Source: an optimization exercise on an open RTL-to-GDS flow (aim: small area, a short achievable clock period and few clock cycles). Production flows keep margins and buffers that such runs may drop. At most, simulation tests tie the RTL to the original design; equivalence was not proved. Power figures rest on the tool's default switching activity, not on a simulated workload.

Setup of build 48:
// voxel_file_stream_parser
module voxel_file_stream_parser (
  input  logic               clk,
  input  logic               rst,
  input  logic               data_valid,
  output logic               data_stall,
  input  logic [7:0]         data_byte,
  input  logic               start_of_file,
  output logic               event_valid,
  input  logic               event_stall,
  output logic [2:0]         event_kind,
  output logic [7:0]         voxel_x,
  output logic [7:0]         voxel_y,
  output logic [7:0]         voxel_z,
  output logic [7:0]         material,
  output logic signed [31:0] size_x,
  output logic signed [31:0] size_y,
  output logic signed [31:0] size_z,
  output logic signed [31:0] file_version,
  output logic [15:0]        model_number,
  output logic               last_voxel
);
Size: ~800 cells after synthesis, about 180 flip-flops, roughly 8900 sq um of cells after synthesis.
clock: 5.0 ns
lec_check: 0
abc_clock_period_in_ps: 2200
cap_margin: 20
core_margin: 2
core_utilization: 40
setup_slack_margin: 2.9
slew_margin: 20
standard.sh (not shown) runs the stock make flow with config.mk's settings and CLKGATE_MAP_FILE= SYNTH_SCRIPT=/design/flow/synth_recipe.tcl, a recipe that flattens the netlist after the stock synthesis.
==> flow/flow/run.sh <==
#!/bin/bash
# Standard ORFS layout, with the port buffers made from the smallest buffer cell.
set -euo pipefail
export BUFFER_PORTS_ARGS="-buffer_cell sky130_fd_sc_hd__buf_1"
bash standard.sh finish > standard_make.log 2>&1
Here is what was changed in the inputs of build 77 compared with build 48.
Settings: SETUP_SLACK_MARGIN: 2.9 -> 2.6.
==> flow/flow/run.sh <==
#!/bin/bash
# Standard ORFS layout (the standard.sh), with two changes: the port
# buffers are the smallest buffer cell, and clock tree synthesis adds no
# dummy loads at the clock tree leaves.
set -euo pipefail
export BUFFER_PORTS_ARGS="-buffer_cell sky130_fd_sc_hd__buf_1"
export CTS_ARGS="-sink_clustering_enable -repair_clock_nets -dont_use_dummy_load"
bash standard.sh finish > standard_make.log 2>&1
--- outcome ---
- Build 77: full flow OK, the timing, DRC and antenna checks passed
- When build 77 is set beside build 48, its power density over cell area turns out to be about 4.6% larger.
- Comparing the two runs side by side, build 77 comes out ahead of build 48 on detailed-route wire length.
- Build 77 vs build 48, capture point of the worst path: u_core.pos[3] vs material[7]
- Gate count of the mapped netlist came out exactly the same in build 77 and build 48.
- When build 77 is set beside build 48, its global-route usage turns out to be 1.8 points smaller.
- When the final numbers for build 77 and build 48 were put side by side, the combinational share of power turned out to be greater in build 48.
No run of this note included a check of the RTL's function; only the layout flow was run.

---

## north
Another version of the RTL of voxel_file_stream_parser (not shown whole).
For scale: about 790 cells after synthesis, ~180 flip-flops, ~0.0089 sq mm of cells after synthesis.
make LEC_CHECK=0 ABC_CLOCK_PERIOD_IN_PS=2200 CAP_MARGIN=20 CORE_MARGIN=2 CORE_UTILIZATION=40 SETUP_SLACK_MARGIN=2.6 SLEW_MARGIN=20 finish   # period 5.0 ns
run.sh (not shown) runs the stock make flow with config.mk's settings and CLKGATE_MAP_FILE= SYNTH_SCRIPT=/design/flow/synth_recipe.tcl, a recipe that flattens the netlist after the stock synthesis.
Stock flow here: none of the scripts above is used.
Testbench counts of north, summed over its fixed seeds: cycles 16,095.
Inputs modified between north and south:
==> flow/flow/run.sh (new file) <==
#!/bin/bash
# Standard ORFS layout, with the port buffers made from the smallest buffer cell.
set -euo pipefail
export BUFFER_PORTS_ARGS="-buffer_cell sky130_fd_sc_hd__buf_1"
bash standard.sh finish > standard_make.log 2>&1
==> flow/standard.sh (new file) <==
#!/bin/bash
# synth_recipe.tcl (not shown) runs the flow's synth.tcl, then flattens the netlist and writes it again
# the make line also repeats each setting of config.mk as NAME=value (left out here)
make -C /OpenROAD-flow-scripts/flow DESIGN_CONFIG=/design/flow/config.mk WORK_HOME=/design/flow/orfs CLKGATE_MAP_FILE= SYNTH_SCRIPT=/design/flow/synth_recipe.tcl "${@:-finish}"
diff --git a/flow/config.mk b/flow/config.mk
--- a/flow/config.mk
+++ b/flow/config.mk
@@ -7,0 +8 @@
+export ABC_AREA = 1
removed: flow/run.sh
[summary]
Per the comparison of south with north, non-clock buffer count moved down; setup slack of the most critical reg-to-reg path moved up; clock-buffer cell count moved up; via count of the first global-routing pass moved up; count of buffer and inverter cells on the critical path moved up.
For south, the source of the critical timing path was u_core.sel_h, unlike north, where it was u_core.sel_vb.
Power density normalized to cell area: north and south compared, lower one is south
south ends up with lower power dissipated in combinational cells than north does.

---

Setup of run 1:
voxel_file_stream_parser, a different RTL version from the one above (not shown whole).
Size in the first run: about 760 cells after synthesis, ~180 flip-flops, ~200 I/O pins, about 0.0082 mm2 of cells after synthesis.
export LEC_CHECK = 0
export ABC_CLOCK_PERIOD_IN_PS = 2200
export CAP_MARGIN = 20
export CORE_MARGIN = 2
export CORE_UTILIZATION = 40
export CTS_BUF_LIST = sky130_fd_sc_hd__clkbuf_4 sky130_fd_sc_hd__clkbuf_8
export SETUP_SLACK_MARGIN = 2.7
export SLEW_MARGIN = 20
create_clock -name core_clock -period 5.0 [get_ports {clk}]
standard.sh (not shown) runs the stock make flow with config.mk's settings and CLKGATE_MAP_FILE= SYNTH_SCRIPT=/design/flow/synth_recipe.tcl, a recipe that flattens the netlist after the stock synthesis.
==> flow/flow/run.sh <==
#!/bin/bash
# Standard ORFS layout (the standard.sh), with two changes: the port
# buffers are the smallest buffer cell, and clock tree synthesis adds no
# dummy loads at the clock tree leaves.
set -euo pipefail
export BUFFER_PORTS_ARGS="-buffer_cell sky130_fd_sc_hd__buf_1"
export CTS_ARGS="-sink_clustering_enable -repair_clock_nets -dont_use_dummy_load -buf_list {sky130_fd_sc_hd__clkbuf_4 sky130_fd_sc_hd__clkbuf_8}"
bash standard.sh finish > standard_make.log 2>&1
Run 1 finished every stage and its layout cleared the timing, DRC and antenna checks.
Testbench counts of run 1, summed over its fixed seeds: cycles 16,095.
--- input diff run 1..run 2 ---
--- a/flow/flow/run.sh
+++ b/flow/flow/run.sh
@@ -2,3 +2,9 @@
-# Standard ORFS layout (the standard.sh), with two changes: the port
-# buffers are the smallest buffer cell, and clock tree synthesis adds no
-# dummy loads at the clock tree leaves.
+# The standard layout (standard.sh: ORFS synthesis to finish), with the
+# following changes passed to ORFS through its environment:
+#  - the port buffers ORFS inserts on every input and output are the
+#    smallest buffer cell (buf_1) rather than the cell ORFS picks;
+#  - clock tree synthesis adds no dummy loads at the clock tree leaves and
+#    builds the tree from clkbuf_4 and clkbuf_8 (the same list as
+#    CTS_BUF_LIST in config.mk, which CTS_ARGS overrides).
+# make's full output goes to standard_make.log here; ORFS keeps each step's
+# log under orfs/logs.
--- a/flow/config.mk
+++ b/flow/config.mk
@@ -11 +11 @@
-export CORE_UTILIZATION = 40
+export CORE_UTILIZATION = 45
@@ -13 +13 @@
-export SETUP_SLACK_MARGIN = 2.7
+export SETUP_SLACK_MARGIN = 2.2
Run 2: all stages complete, timing, DRC and antenna checks passed
In summary, run 1 completed successfully, with a layout that passed the timing, DRC and antenna checks.
Run 1 -> run 2: layout filler cell count decreased by a little under 10%
Run 2 ends up with a met2 global-route usage that is 2.0 points lower than in run 1.
Fraction of standard cell area that is sequential sits higher in run 2 than in run 1.
Between run 2 and run 1, final critical delay including setup and external delays is lower for run 1, run 2 comes in above that.
Pin count of the biggest net entering global routing, run 2 vs run 1: up by a few percent
Comparing run 2 and run 1, the lower power after layout was measured on run 2.
Register-to-register slack: run 2 vs run 1 down 0.39 ns
Summary of the comparison: leakage power summed over all cells is lower in run 2, relative to run 1.
Reported for run 2 and run 1, hold violation total from the final report turned out identical to the last digit.
Compared with run 1, run 2 shows number of cells in the finished layout apart from fillers lower by 99.
Setup changes, run 2 to run 3
==> flow/flow/run.sh <==
#!/bin/bash
# Standard ORFS layout (the standard.sh), with two changes: the port
# buffers are the smallest buffer cell, and clock tree synthesis adds no
# dummy loads at the clock tree leaves.
set -euo pipefail
export BUFFER_PORTS_ARGS="-buffer_cell sky130_fd_sc_hd__buf_1"
export CTS_ARGS="-sink_clustering_enable -repair_clock_nets -dont_use_dummy_load -buf_list {sky130_fd_sc_hd__clkbuf_4 sky130_fd_sc_hd__clkbuf_8} -sink_clustering_size 40"
bash standard.sh finish > standard_make.log 2>&1
--- a/flow/config.mk
+++ b/flow/config.mk
@@ -9 +9 @@
-export CAP_MARGIN = 20
+export CAP_MARGIN = 10
@@ -11 +11 @@
-export CORE_UTILIZATION = 45
+export CORE_UTILIZATION = 40
@@ -13,2 +13,2 @@
-export SETUP_SLACK_MARGIN = 2.2
-export SLEW_MARGIN = 20
+export SETUP_SLACK_MARGIN = 2.6
+export SLEW_MARGIN = 10
Run 3 ends up with a total power that is 0.014 mW higher than in run 2.
Non-clock buffer count on run 3 is up relative to run 2.
Looking only at smallest setup slack after layout, and setting everything else aside, the higher value of run 3 and run 2 goes to run 3.
Going from run 2 to run 3, portion of the clock cycle consumed by the worst path in the final layout now smaller; vertical extent of the die now larger.
> inputs changed (run 3 -> run 4)
==> flow/flow/run.sh <==
#!/bin/bash
# The standard layout (standard.sh: ORFS synthesis to finish), with the
# following changes passed to ORFS through its environment:
#  - the port buffers ORFS inserts on every input and output are the
#    smallest buffer cell (buf_1) rather than the cell ORFS picks;
#  - clock tree synthesis adds no dummy loads at the clock tree leaves and
#    builds the tree from clkbuf_4 and clkbuf_8 (the same list as
#    CTS_BUF_LIST in config.mk, which CTS_ARGS overrides).
# make's full output goes to standard_make.log here; ORFS keeps each step's
# log under orfs/logs.
set -euo pipefail
export BUFFER_PORTS_ARGS="-buffer_cell sky130_fd_sc_hd__buf_1"
export CTS_ARGS="-sink_clustering_enable -repair_clock_nets -dont_use_dummy_load -buf_list {sky130_fd_sc_hd__clkbuf_4 sky130_fd_sc_hd__clkbuf_8}"
bash standard.sh finish > standard_make.log 2>&1
--- a/flow/config.mk
+++ b/flow/config.mk
@@ -9 +9 @@
-export CAP_MARGIN = 10
+export CAP_MARGIN = 20
@@ -11 +11 @@
-export CORE_UTILIZATION = 40
+export CORE_UTILIZATION = 45
@@ -14 +14 @@
-export SLEW_MARGIN = 10
+export SLEW_MARGIN = 20
[compare] base=run 3 new=run 4: number of global-route vias before repair now smaller; met2 usage in global routing now sits higher; count of clock-buffer cells in the layout has remained practically unchanged.
Final clock period utilization by the worst path in run 4 is 0.67 points lower than in run 3
Non-clock inverter total of the final layout came out exactly the same in run 3 and run 4.
Any difference in total power between run 4 and run 3 is small enough to ignore.
Inputs modified between run 4 and run 5:
==> flow/flow/run.sh <==
#!/bin/bash
# Standard ORFS layout (the standard.sh), with two changes: the port
# buffers are the smallest buffer cell, and clock tree synthesis adds no
# dummy loads at the clock tree leaves.
set -euo pipefail
export BUFFER_PORTS_ARGS="-buffer_cell sky130_fd_sc_hd__buf_1"
export CTS_ARGS="-sink_clustering_enable -repair_clock_nets -dont_use_dummy_load -buf_list {sky130_fd_sc_hd__clkbuf_4 sky130_fd_sc_hd__clkbuf_8}"
bash standard.sh finish > standard_make.log 2>&1
--- a/flow/config.mk
+++ b/flow/config.mk
@@ -8 +8 @@
-export ABC_CLOCK_PERIOD_IN_PS = 2200
+export ABC_CLOCK_PERIOD_IN_PS = 3500
@@ -11 +11 @@
-export CORE_UTILIZATION = 45
+export CORE_UTILIZATION = 40
[summary]
Taking run 4 as the reference, in run 5 area taken by multi-input logic gates decreased by 0.71% relative to the old numbers; utilization lower; sequential cell area stayed essentially flat.
Summary of run 5 over run 4: clock tree cell share of total cell area saw little to no change; die area climbed 12%; row count increased 3; post-detailed-routing wire length went up about 3%.
Summary of run 5 over run 4: instance count along the most critical hold path roughly the same, final cell count shows an increase of about 4.4%, met3 wirelength from detailed routing moved down, worst ir drop on vdd dropped 0.041 mV.
A capture point of the critical path of file_version[10] is what run 5 shows, while file_version[20] belongs to run 4.
Here is what was changed in the inputs of run 6 compared with run 5.
--- a/flow/config.mk
+++ b/flow/config.mk
@@ -8 +8 @@
-export ABC_CLOCK_PERIOD_IN_PS = 3500
+export ABC_CLOCK_PERIOD_IN_PS = 2200
Notes after the runs:
~same critical path data required time in run 6 and run 5
Reported for run 6 and run 5, buffer share of cell area turned out identical to the last digit.
The number of iterations in the first detailed-routing pass was comparable across run 6 and run 5.
Diff run 6..run 5 | die area | unchanged
Between run 5 and run 6, the post-route standard cell area excluding fillers figures differ only marginally.
[compare] base=run 5 new=run 6: cell depth of the worst min-delay path about even; setup slack level; count of inserted tapcells barely changed; combinational share of power closely matched the old numbers; clock-buffer cell count level.
Multi-input combinational gate total: run 5 vs run 6 — no meaningful difference

port drivers added, routing unchanged:
How much do the figures lean on ideal ports? The routed layouts below were timed once more, with nothing changed but the port constraints.
Step 1 sets driving cells, clkbuf_16 on the clock port and buf_2 on the other inputs (assumed; they add their load-dependent delay and slew).
Step 2 also shifts input and output timing later by t, the mid clock arrival at the registers, as if the neighbouring blocks saw the same clock.
Slacks: ideal / step 1 / step 2; pairs: ideal / step 1.
run | t, ns | slack for setup (ns) | hold WS [ns]
build 48 | 0.485 | 2.655 / 2.606 / 2.246 | 0.434 / 0.434 / 0.434
build 77 | 0.472 | 2.609 / 2.608 / 2.157 | 0.443 / 0.443 / 0.443
north | 0.472 | 2.378 / 2.332 / 2.175 | 0.450 / 0.450 / 0.450
south | 0.479 | 2.404 / 2.357 / 2.202 | 0.429 / 0.429 / 0.429
run 1 | 0.491 | 2.605 / 2.562 / 2.251 | 0.432 / 0.432 / 0.432
run 2 | 0.475 | 2.349 / 2.309 / 1.924 | 0.433 / 0.433 / 0.433
run 3 | 0.485 | 2.593 / 2.552 / 2.237 | 0.431 / 0.431 / 0.431
run 4 | 0.479 | 2.626 / 2.585 / 2.186 | 0.432 / 0.432 / 0.432
run 5 | 0.485 | 2.593 / 2.552 / 2.237 | 0.431 / 0.431 / 0.431
run 6 | 0.485 | 2.593 / 2.552 / 2.237 | 0.431 / 0.431 / 0.431
After both steps every run listed still meets setup and hold. For build 77, which loses most, drivers alone change the setup slack by -0.001 ns; drivers and shift together by -0.452 ns.
